This design comes from an exercise in tuning for small area, a short achievable clock period and few clock cycles per item on the open sky130 flow, not from production work.

## run A
## ex_stage
module ex_stage (
    input  logic        clk_i,
    input  logic        rst_ni,
    input  logic        issue_req_i,
    input  logic [70:0] issue_data_i,
    output logic        issue_ack_o,
    output logic        wb_req_o,
    output logic [34:0] wb_data_o,
    input  logic        wb_ack_i
);
export LEC_CHECK = 0
export ABC_AREA = 1
export CAP_MARGIN = 20
export CORE_MARGIN = 2
export CORE_UTILIZATION = 40
export SETUP_SLACK_MARGIN = 3.05
export SLEW_MARGIN = 20
create_clock -name core_clock -period 5.5 [get_ports {clk_i}]
standard.sh (not shown) runs the stock make flow with config.mk's settings and CLKGATE_MAP_FILE= SYNTH_SCRIPT=/design/flow/synth_recipe.tcl, a recipe that flattens the netlist after the stock synthesis.
==> flow/flow/run.sh <==
#!/bin/bash
# Standard layout, with the port buffers made from the smallest plain buffer
# (the resizer still upsizes any that need it).
set -euo pipefail
export BUFFER_PORTS_ARGS="-buffer_cell sky130_fd_sc_hd__buf_1"
bash standard.sh > standard.log 2>&1
Run A closes out successfully: all stages finished, all timing, DRC and antenna checks passed.
Changes in run B relative to run A:
- SETUP_SLACK_MARGIN: 3.05 -> 3.1
Findings:
Run B: no failed stages, no open violations at the end. Run B: final worst-path setup slack 0.026 ns above run A. Row portion of the clock cycle consumed by the worst path in the final layout: run B lower / run A higher. Relative to run A, the minimum clock period of run B is lower by 0.026 ns. On half-perimeter wire length after detailed placement, run A beats run B. Measured against run A, the number of buffers outside the clock class in the layout of run B comes out at 1.2 times the reference value. Diff run A -> run B: sequential share of layout area moved down; arrival time reported for the critical path endpoint decreased 0.07 ns. Run B ends up with a global-route usage over all layers that is 0.48 points higher than in run A. Run B against run A; clock buffer count from CTS is down by a few percent.
Modified inputs, run C compared to run B
- swapping 3.1 for 3.2 in SETUP_SLACK_MARGIN
## What came out
- Shortest clock period the worst path allows after layout delta for run C relative to run B: 0.014 ns higher
- Taking run B as the reference, in run C number of storage elements in the synthesis netlist closely matched the old numbers; length of the first detailed-routing pass in iterations shows an increase of 1; count of plain and timing-repair buffers moved down; met2 demand-to-capacity share in global routing was more or less identical.
- Taking run B as the reference point, the slew at the pin with the worst max-slew slack of run C rises by 0.014 ns.
- Status: post-route cell area parity (run B, run C)
No functional check of the RTL was part of any run of this note.


ex_stage, a different RTL version from the one above (not shown whole).
Size in the first run: roughly 1800 cells after synthesis, ~110 I/O pins.
clock: 5.5 ns
lec_check: 0
cap_margin: 20
core_margin: 2
core_utilization: 40
setup_slack_margin: 2
slew_margin: 20
run.sh (not shown) runs the stock make flow with config.mk's settings and CLKGATE_MAP_FILE= SYNTH_SCRIPT=/design/flow/synth_recipe.tcl, a recipe that flattens the netlist after the stock synthesis.
Stock flow here: none of the scripts above is used.
Rerun with:
SETUP_SLACK_MARGIN = 3   (was 2)
What happened:
- core utilization climbs by 10 points
- hold slack hardly moves
- die area is unchanged
- wire length increases by about 24%
- final area grows by 22%
- worst setup slack gets better by 0.17 ns
- synthesized cell count does not change
Rerun with:
SETUP_SLACK_MARGIN = unset   (was 3)
Critical path depth stays the same.
Final area fell by about a fifth.
Maximum frequency came out lower by a quarter to a third.
Routed wire length fell by about a fifth.
Via count is lower by roughly a tenth.
Clock skew rises by 0.0070 ns.
Worst setup slack is worse by 1.2 ns.
Die area does not change.
No run of this note included a check of the RTL's function; only the layout flow was run.


== v6 ==
ex_stage, a different RTL version from the one above (not shown whole).
Size: ~2200 cells after synthesis, ~260 flip-flops, about 110 I/O pins, about 17000 um2 of cells after synthesis.
==> flow/config.mk <==
export PLATFORM = sky130hd
export DESIGN_NAME = ex_stage
export DESIGN_NICKNAME = ex_stage
export VERILOG_FILES = /design/flow/design.v
export SDC_FILE = /design/flow/constraint.sdc
export NUM_CORES = 4
export LEC_CHECK = 0
export ABC_AREA = 1
export CAP_MARGIN = 20
export CORE_MARGIN = 2
export CORE_UTILIZATION = 40
export SETUP_SLACK_MARGIN = 3.05
export SLEW_MARGIN = 20
==> flow/constraint.sdc <==
create_clock -name core_clock -period 5.5 [get_ports {clk_i}]
set_input_delay 1.1000 -clock core_clock [delete_from_list [all_inputs] [get_ports {clk_i}]]
set_output_delay 1.1000 -clock core_clock [all_outputs]
set_load 0.01 [all_outputs]
standard.sh (not shown) runs the stock make flow with config.mk's settings and CLKGATE_MAP_FILE= SYNTH_SCRIPT=/design/flow/synth_recipe.tcl, a recipe that flattens the netlist after the stock synthesis.
Scripts as last shown in full above: flow/flow/run.sh
v6: full flow OK, the timing, DRC and antenna checks passed
The inputs of v7 differ from those of v6 as listed below.
Settings: SETUP_SLACK_MARGIN: 3.05 -> 3.15.
Findings:
- Area share of buffers outside the clock network, v7 and v6, higher one = v7.
- On final cycle utilization of the critical path, the lower figure sits with v7, not v6.
- Re setup slack after layout: v7 is 0.15 ns up on v6.
- Sort v7 and v6 by post-route core utilization, ascending, and v6 comes first.
- Summary — global-route wire length before repair, v7 relative to v6: higher, by 0.63%.
- Lower final critical path time including I/O delays and setup goes to v7 over v6.
- Sequential cell area share across v7 and v6: no real change.
- Compared to v6, the router laid down more metal wire for v7.
- In v7 the number of buffers outside the clock class in the layout turned out 12 higher than in v6.
Function was not checked in any run of this note: the RTL went through the layout flow alone.

==> separate check: timing with driven ports <==
Ports are ideal in the flow. The routed layouts listed here were re-timed in OpenROAD.
Step 1, drivers: a clkbuf_16 drives clk_i and a buf_2 each remaining input, both assumed.
Step 2 times the ports against the registers' clock, not the clock port: input delays grow and output delays shrink by t, the midpoint of the rising clock arrivals with the driver on.
Slacks: ideal ports / drivers / drivers and shift; pairs: ideal ports / drivers.
run | t, ns | setup WS [ns] | worst data-port slew with drivers (ns)
run A | 0.641 | 3.050 / 3.050 / 2.459 | 0.07
run B | 0.655 | 3.076 / 3.080 / 2.430 | 0.08
run C | 0.652 | 3.062 / 3.065 / 2.413 | 0.07
the first run of note 2 | 0.625 | 2.106 / 2.106 / 2.106 | 0.05
the second run of note 2 | 0.631 | 2.275 / 2.275 / 2.275 | 0.04
the third run of note 2 | 0.622 | 1.085 / 1.085 / 1.085 | 0.05
v6 | 0.642 | 2.959 / 2.959 / 2.531 | 0.06
v7 | 0.661 | 3.108 / 3.108 / 2.529 | 0.05
After both steps setup and hold are still met in every run listed. The setup slack of run C, which loses most, moves by +0.003 ns with the drivers and by -0.649 ns with both steps.
